Background: an optimization exercise with open tools, aiming at small area and a short achievable clock period. Do not read the settings as production practice. In this exercise RTL edits were held to simulation tests only and were not proved equivalent to the original. Power and IR drop assume default switching activity.

$ cat config.mk
export PLATFORM = sky130hd
export DESIGN_NAME = fofb_link
export DESIGN_NICKNAME = fofb_link
export VERILOG_FILES = /design/flow/design.v
export SDC_FILE = /design/flow/constraint.sdc
export NUM_CORES = 4
export LEC_CHECK = 0
export CAP_MARGIN = 20
export CORE_MARGIN = 2
export CORE_UTILIZATION = 40
export SLEW_MARGIN = 20
$ cat constraint.sdc
create_clock -name core_clock -period 5.0 [get_ports {ethClk}]
set_input_delay 1.0000 -clock core_clock [delete_from_list [all_inputs] [get_ports {ethClk}]]
set_output_delay 1.0000 -clock core_clock [all_outputs]
set_load 0.01 [all_outputs]
$ cat design.v
`timescale 1ns/100ps
package fofb_pkg;
  typedef struct packed {
    logic                     valid;
    logic                     last;    
    logic [32-1:0] value;
  } setpoint_beat_t;
  typedef struct packed {
    logic                   req;
    logic [11-1:0] length;   
  } tx_request_t;
  typedef struct packed {
    logic ack;
    logic strobe;   
    logic warn;     
  } tx_status_t;
  typedef struct packed {
    logic       ready;    
    logic       strobe;
    logic [7:0] data;
  } rx_byte_t;
  typedef union packed {
    logic [0:6-1][7:0] bytes;
    struct packed {
      logic [15:0]              supply;
      logic [32-1:0] value;
    } fields;
  } supply_record_u;
  typedef struct packed {
    logic                     valid;
    logic [7:0]               supply;
    logic [32-1:0] value;
  } rx_record_t;
endpackage
`timescale 1ns/100ps
module setpoint_stash (
  input  logic                           ethClk,
  input  logic                           arst_n,
  input  fofb_pkg::setpoint_beat_t       beat,
  input  logic [$clog2(32)-1:0]        raddr,
  output logic [32-1:0]       rdata,
  input  logic                           sent,
  output logic                           pending,
  output logic [$clog2(32):0]          supply_count
);
  localparam int ADDR_W  = $clog2(32);
  localparam int VALUE_W = 32;
  localparam int DEPTH   = 32;
  logic [VALUE_W-1:0] ram [0:DEPTH-1];
  logic [ADDR_W-1:0]  waddr;
  logic               toss;     
  logic               accept;
  assign accept = beat.valid && !toss && !pending;
  always_ff @(posedge ethClk) begin
    if (accept) begin
      ram[waddr] <= beat.value;
    end
    rdata <= ram[raddr];   
  end
  always_ff @(posedge ethClk or negedge arst_n) begin
    if (!arst_n) begin
      waddr        <= '0;
      toss         <= 1'b0;
      pending      <= 1'b0;
      supply_count <= '0;
    end else begin
      if (sent) begin
        pending <= 1'b0;   
      end
      if (beat.valid) begin
        if (toss) begin
          if (beat.last) begin
            toss <= 1'b0;
          end
        end else if (pending) begin
          if (!beat.last) begin
            toss <= 1'b1;
          end
        end else if (beat.last) begin
          supply_count <= {1'b0, waddr} + 1'b1;   
          waddr        <= '0;
          pending      <= 1'b1;
        end else begin
          waddr <= waddr + 1'b1;
        end
      end
    end
  end
endmodule
`timescale 1ns/100ps
module setpoint_tx (
  input  logic                         ethClk,
  input  logic                         arst_n,
  input  logic                         pending,
  input  logic [$clog2(32):0]        supply_count,
  output logic [$clog2(32)-1:0]      raddr,
  input  logic [32-1:0]     rdata,
  output logic                         sent,
  input  logic [4-1:0]       readback_cmd,
  output fofb_pkg::tx_request_t        req,
  input  fofb_pkg::tx_status_t         status,
  output logic [7:0]                   data_tx,
  output logic [64-1:0]     nonce
);
  localparam int          ADDR_W   = $clog2(32);
  localparam int          LEN_W    = 11;
  localparam int          CMD_W    = 4;
  localparam logic [3:0]  HDR_LAST = 4'(12 - 1);
  localparam logic [3:0]  REC_LAST = 4'(6 - 1);
  logic                                busy;
  logic                                in_hdr;       
  logic [3:0]                          pos;          
  logic [7:0]                          supply_idx;
  logic [LEN_W-1:0]                    pkt_len;
  logic [0:12-1][7:0]     hdr_bytes;
  fofb_pkg::supply_record_u            rec;
  assign hdr_bytes = {16'h7631, 8'h00, {(8 - CMD_W){1'b0}}, readback_cmd, nonce};
  always_comb begin
    rec.fields.supply = {8'h00, supply_idx};
    rec.fields.value  = rdata;   
  end
  assign raddr   = supply_idx[ADDR_W-1:0];
  assign data_tx = in_hdr ? hdr_bytes[pos] : rec.bytes[pos[2:0]];
  assign pkt_len = LEN_W'(12) +
                   LEN_W'(6) * LEN_W'(supply_count);
  always_ff @(posedge ethClk or negedge arst_n) begin
    if (!arst_n) begin
      busy       <= 1'b0;
      sent       <= 1'b0;
      req        <= '0;
      nonce      <= '0;
      in_hdr     <= 1'b1;
      pos        <= '0;
      supply_idx <= '0;
    end else begin
      sent <= 1'b0;
      if (busy) begin
        if (status.ack) begin
          req.req <= 1'b0;
        end
        if (status.strobe) begin
          if (!status.warn) begin
            busy <= 1'b0;   
            sent <= 1'b1;
          end else if (in_hdr) begin
            if (pos == HDR_LAST) begin
              in_hdr <= 1'b0;
              pos    <= '0;
            end else begin
              pos <= pos + 1'b1;
            end
          end else if (pos == REC_LAST) begin
            pos        <= '0;
            supply_idx <= supply_idx + 1'b1;   
          end else begin
            pos <= pos + 1'b1;
          end
        end
      end else begin
        in_hdr     <= 1'b1;
        pos        <= '0;
        supply_idx <= '0;
        if (pending && !sent) begin
          busy       <= 1'b1;
          req.req    <= 1'b1;
          req.length <= pkt_len;
          nonce      <= nonce + 1'b1;
        end
      end
    end
  end
endmodule
`timescale 1ns/100ps
module readback_rx (
  input  logic                       ethClk,
  input  logic                       arst_n,
  input  fofb_pkg::rx_byte_t         rx,
  input  logic [4-1:0]     readback_cmd,
  input  logic [64-1:0]   nonce,
  output fofb_pkg::rx_record_t       record,
  output logic                       hdr_bad
);
  localparam int         CMD_W    = 4;
  localparam logic [3:0] HDR_LAST = 4'(12 - 1);
  localparam logic [3:0] REC_LAST = 4'(6 - 1);
  logic                            in_hdr;
  logic [3:0]                      pos;
  logic                            valid_r;
  logic                            rec_wr;
  logic [0:12-1][7:0] hdr_bytes;    
  fofb_pkg::supply_record_u        rec_buf;
  assign hdr_bytes = {16'h7631, 8'h00, {(8 - CMD_W){1'b0}}, readback_cmd, nonce};
  always_ff @(posedge ethClk or negedge arst_n) begin
    if (!arst_n) begin
      in_hdr  <= 1'b1;
      pos     <= '0;
      valid_r <= 1'b0;
      hdr_bad <= 1'b0;
    end else begin
      valid_r <= 1'b0;
      if (rx.ready) begin
        in_hdr  <= 1'b1;   
        pos     <= '0;
        hdr_bad <= 1'b0;
      end else if (rx.strobe) begin
        if (in_hdr) begin
          if (rx.data != hdr_bytes[pos]) begin
            hdr_bad <= 1'b1;
          end
          if (pos == HDR_LAST) begin
            in_hdr <= 1'b0;
            pos    <= '0;
          end else begin
            pos <= pos + 1'b1;
          end
        end else begin
          if (pos == '0 && rx.data != 8'h00) begin
            hdr_bad <= 1'b1;   
          end
          if (pos == REC_LAST) begin
            pos     <= '0;
            valid_r <= 1'b1;
          end else begin
            pos <= pos + 1'b1;
          end
        end
      end
    end
  end
  assign rec_wr = rx.strobe && !rx.ready && !in_hdr;
  always_ff @(posedge ethClk) begin
    if (rec_wr) begin
      rec_buf.bytes[pos[2:0]] <= rx.data;
    end
  end
  always_comb begin
    record.valid  = valid_r;
    record.supply = rec_buf.fields.supply[7:0];
    record.value  = rec_buf.fields.value;
  end
endmodule
`timescale 1ns/100ps
module fofb_link (
  input  logic                       ethClk,
  input  logic                       arst_n,
  input  logic                       beat_valid,
  input  logic                       beat_last,
  input  logic [32-1:0]   beat_value,
  input  logic [4-1:0]     readback_cmd,
  input  logic                       tx_ack,
  input  logic                       tx_strobe,
  input  logic                       tx_warn,
  input  logic                       rx_ready,
  input  logic                       rx_strobe,
  input  logic [7:0]                 rx_data,
  output logic                       tx_req,
  output logic [11-1:0]     tx_length,
  output logic [7:0]                 data_tx,
  output logic                       record_valid,
  output logic [7:0]                 record_supply,
  output logic [32-1:0]   record_value,
  output logic                       hdr_bad
);
  fofb_pkg::setpoint_beat_t beat;
  fofb_pkg::tx_status_t     tx_status;
  fofb_pkg::rx_byte_t       rx_byte;
  fofb_pkg::tx_request_t    tx_req_s;
  fofb_pkg::rx_record_t     record;
  assign beat.valid       = beat_valid;
  assign beat.last        = beat_last;
  assign beat.value       = beat_value;
  assign tx_status.ack    = tx_ack;
  assign tx_status.strobe = tx_strobe;
  assign tx_status.warn   = tx_warn;
  assign rx_byte.ready    = rx_ready;
  assign rx_byte.strobe   = rx_strobe;
  assign rx_byte.data     = rx_data;
  assign tx_req           = tx_req_s.req;
  assign tx_length        = tx_req_s.length;
  assign record_valid     = record.valid;
  assign record_supply    = record.supply;
  assign record_value     = record.value;
  logic [$clog2(32)-1:0]  raddr;
  logic [32-1:0] rdata;
  logic                     sent;
  logic                     pending;
  logic [$clog2(32):0]    supply_count;
  logic [64-1:0] nonce;    
  setpoint_stash u_stash (
    .ethClk       (ethClk),
    .arst_n       (arst_n),
    .beat         (beat),
    .raddr        (raddr),
    .rdata        (rdata),
    .sent         (sent),
    .pending      (pending),
    .supply_count (supply_count)
  );
  setpoint_tx u_tx (
    .ethClk       (ethClk),
    .arst_n       (arst_n),
    .pending      (pending),
    .supply_count (supply_count),
    .raddr        (raddr),
    .rdata        (rdata),
    .sent         (sent),
    .readback_cmd (readback_cmd),
    .req          (tx_req_s),
    .status       (tx_status),
    .data_tx      (data_tx),
    .nonce        (nonce)
  );
  readback_rx u_rx (
    .ethClk       (ethClk),
    .arst_n       (arst_n),
    .rx           (rx_byte),
    .readback_cmd (readback_cmd),
    .nonce        (nonce),
    .record       (record),
    .hdr_bad      (hdr_bad)
  );
endmodule
$ cat run.sh
#!/bin/bash
# synth_recipe.tcl (not shown) runs the flow's synth.tcl, then flattens the netlist and writes it again
# the make line also repeats each setting of config.mk as NAME=value (left out here)
make -C /OpenROAD-flow-scripts/flow DESIGN_CONFIG=/design/flow/config.mk WORK_HOME=/design/flow/orfs CLKGATE_MAP_FILE= SYNTH_SCRIPT=/design/flow/synth_recipe.tcl finish
==> summary.txt <==
[metal layers]
metal | vias up | global-route usage
li1 | 10200 | -
met1 | 12700 | 0.242
met2 | 717 | 0.332
met3 | 171 | 0.0305
met4 | 2 | 0.0493
met5 | - | 0
[worst reg2reg max path, cell delays in order (launching register included)]
cell and delay (ps):
dfrtp_1 920, clkinv_1 600, ha_1 760, inv_1 150, o2111ai_1 310, mux2i_1 130
a311oi_1 270, nand4b_1 130, nor4_1 300, o22ai_1 110
[sequential cells by signal, indices dropped and copies added (netlist names), 4 cells and up]
signal                count
u_stash.ram            1024
u_tx.nonce               64
u_rx.rec_buf             40
u_stash.rdata            32
u_tx.req                 10
u_tx.supply_idx           8
u_stash.supply_count      6
u_stash.waddr             5
u_rx.pos                  4
u_tx.pos                  4
[synthesized netlist by cell type, drive strengths merged (6+ instances only)]
cell / instances
nand2: 81
dfxtp: 32
clkbuf: 79
nor4: 6
nand2b: 15
mux2: 71
dfrtp: 107
nor2b: 10
nand3: 32
and3: 7
a22o: 8
mux4: 350
o21ai: 36
and2: 12
mux2i: 21
nor3: 16
a21oi: 21
xor2: 30
inv: 30
edfxtp: 1064
o22ai: 10
and4: 9
nand4: 22
a22oi: 11
a31oi: 10
buf: 45
nor2: 95
or2: 6
ha: 36
xnor2: 53
[final cells by class]
type,count,area (um2)
Clock buffer,178,3600
Clock inverter,59,742
Fill cell,9913,63700
Inverter,31,116
Multi-Input combinational cell,1025,12900
Sequential cell,1205,35300
Tap cell,1612,2020
Timing Repair Buffer,197,1890
[path summary, 6_finish.rpt]
kind | startpoint | end | slack [ps] | cells after the start
max reg2reg | u_rx.pos[2] | u_rx.hdr_bad | 1210 | 9
max | u_tx.pos[2] | data_tx[1] | 310 | 8
min reg2reg | u_tx.req[5] | u_tx.req[5] | 480 | 2
max in group asynchronous | arst_n | u_tx.nonce[40] | 3420 | 2
min | arst_n | u_stash.supply_count[4] | 390 | 1
min in group core_clock | u_tx.req[5] | u_tx.req[5] | 480 | 2
[power groups by stage]
stage                     clock, mW  sequential [mW]  combinational (mW)
final                          9.67             11.5                1.48
after CTS                      9.88             11.5                1.51
after detailed placement          0             11.7                1.50
after floorplan                   0             11.6               0.864
after global routing           10.3             11.5                1.61
after global placement            0             11.7                1.47
[metrics by stage]
stage / hold WS, ps / worst slack (ps) / area [um2]
3_3_place_gp: 470 / 1130 / 52300
4_1_cts: 380 / 141 / 56600
6_report: 387 / 311 / 56600
2_1_floorplan: 454 / 1680 / 48600
3_5_place_dp: 479 / 916 / 52300
5_1_grt: 425 / 51.7 / 56600
[what timing repair did]
action / CTS / global route
gates resized for setup: 0 / 1
hold buffers: 0 / 0
endpoints found under the setup margin: 0 / 3
setup buffers: 0 / 0
[cell families after synthesis]
group                      after synthesis
DFF                                   1205
muxes                                  442
and+or+nand+nor                        330
buffers and inverters                  155
AOI/OAI and AO/OA                      130
xor gates and xnor gates                83
adders and majority gates               38
other                                    1
==> summary.txt <==
status no timing/DRC/antenna violations; I/O Pins 115; Synth top area share 0.657; sw power 5.08 mW; Final Util 0.471; post-synthesis xor/xnor area fraction 0.0150; P_int 17.6 mW; largest family of logic cells by synthesized area multiplexers; Startpoint Class flop; Main synth FF type edfxtp_1; syn_area_per_cell 20.4 um2; Num CTS Buffers 132; GP Congestion 0.958; initial antenna violation count 6; TritonCTS clock tree yes; Worst path slowest cell dfrtp_1; post-synthesis compound-gate area fraction 0.0174; cell accounting for the most synthesized area edfxtp_1; Clock transition at path regs 60 ps; Setup TNS 0 ps; critical path's top delay family buffers and inverters; Distinct cells, synth 72; Async SR Flop Fraction 0.0905; routed wl met2 61400 um; Hold Path Class in2async; Peak supply drop 0.302 mV; WP buf/inv 2; number of synthesized register bits 1205; routed wire length 116000 um; post-synthesis mux area share 0.183; Sink Count 1205; Max-cap violations 0; Pwr Density 400 nW/um2; fin crit period 4690 ps; largest cells by area after synthesis edfxtp_1 (66%), mux4_2 (16%), dfrtp_1 (5.5%), mux2_2 (1.6%), dfxtp_1 (1.3%); slowest cell delay on critical path 710 ps; die area 124000 um2; # DRC 0; DP Cell Count 4069; GRT overflow 0; total chip power 22.7 mW; fmax 0.213 GHz; crit path DAT 3690 ps; die height 353 um; leading cell types in the layout, fill and taps excluded edfxtp_1 (1064), mux4_2 (349), clkbuf_16 (134); ratio of cells with drive above 1 in the final layout 0.277; diode count 0; die width 353 um; met3 WL post-DR 5700 um; slew margin rel. 0.349; cell area after synthesis 48600 um2; Initial Utilization 0.404; via count 23800; critical path required time 4000 ps; HPWL after DPL 74900 um; clock power share 0.427; iteration count of the initial detailed-routing pass 7; first-pass GRT wire length 172000 um; Critical Path, Cell by Cell inv_2 -> ha_1 -> nor2_1 -> a22oi_1 -> nor2_1 -> a31oi_1 -> o22ai_1 -> clkdlybuf4s50_1; register area share after synthesis 0.726; DR WL/cell 27.0 um; Layout Skew 42.8 ps; Post-DRT Antenna Nets 0; FP Rows 127; Core ar. 120000 um2; Starting DRT DRC Count 2215; Port-buffer cells 112; most numerous cell on the critical path nor2_1; Switching Fraction 0.224; final setup fails 0; vias in the first global route 24800; WS Path Type reg2out; met1 wire length 46600 um; Yosys Warn Count 3; Slew Limit Fails 0; Post-synth EDFFs 1064; Via density 5.53; Clock Latency Late Sink 740 ps; Max Used Layer met5; final hold viol count 0; Final Cycle Share 0.938; final net count 2683; commonest non-fill, non-tap cell in the layout edfxtp_1; Adder-Cell Fraction of Synth Area 0.0101; Area Growth Syn to Fin 16.4%; Critical Path End Type primary output; worst slew pin tran 974 ps; Post-Layout Cell Count 4307; worst-path fanout max 17; simple-gate area share of the yosys netlist 0.0349; GRT Total Usage 0.188; clock root buffer clkbuf_16; register share of total power 0.508; pin count of the biggest net entering global routing 87; Syn Inst Count 2384; # H-tree levels 4; Logic pwr share 0.065; RSZ-0062 raised after global routing false; Pleak 18.0 nW; clock buffer depth 3

[re-timing with driven ports]
The results above use ideal ports. As a check the final layout listed here was re-extracted and re-timed, cells and wires unchanged. Step 1 sets driving cells, clkbuf_16 on the clock port and buf_2 on the other inputs (assumed; they add their load-dependent delay and slew). Step 2 times the ports against the registers' clock, not the clock port: input delays grow and output delays shrink by t, the midpoint of the rising clock arrivals with the driver on. Three values: ideal, step 1, step 2; two values: the first two.
t (ns): 0.795
setup WS [ns]: 0.311 / 0.235 / 1.030
worst setup path at the end: register to output
worst data-port slew with drivers (ns): 0.09
cell pins on the clock port's net: 1
After both steps setup and hold are still met in this run. The setup slack of this run moves by -0.076 ns with the drivers and by +0.719 ns with both steps.
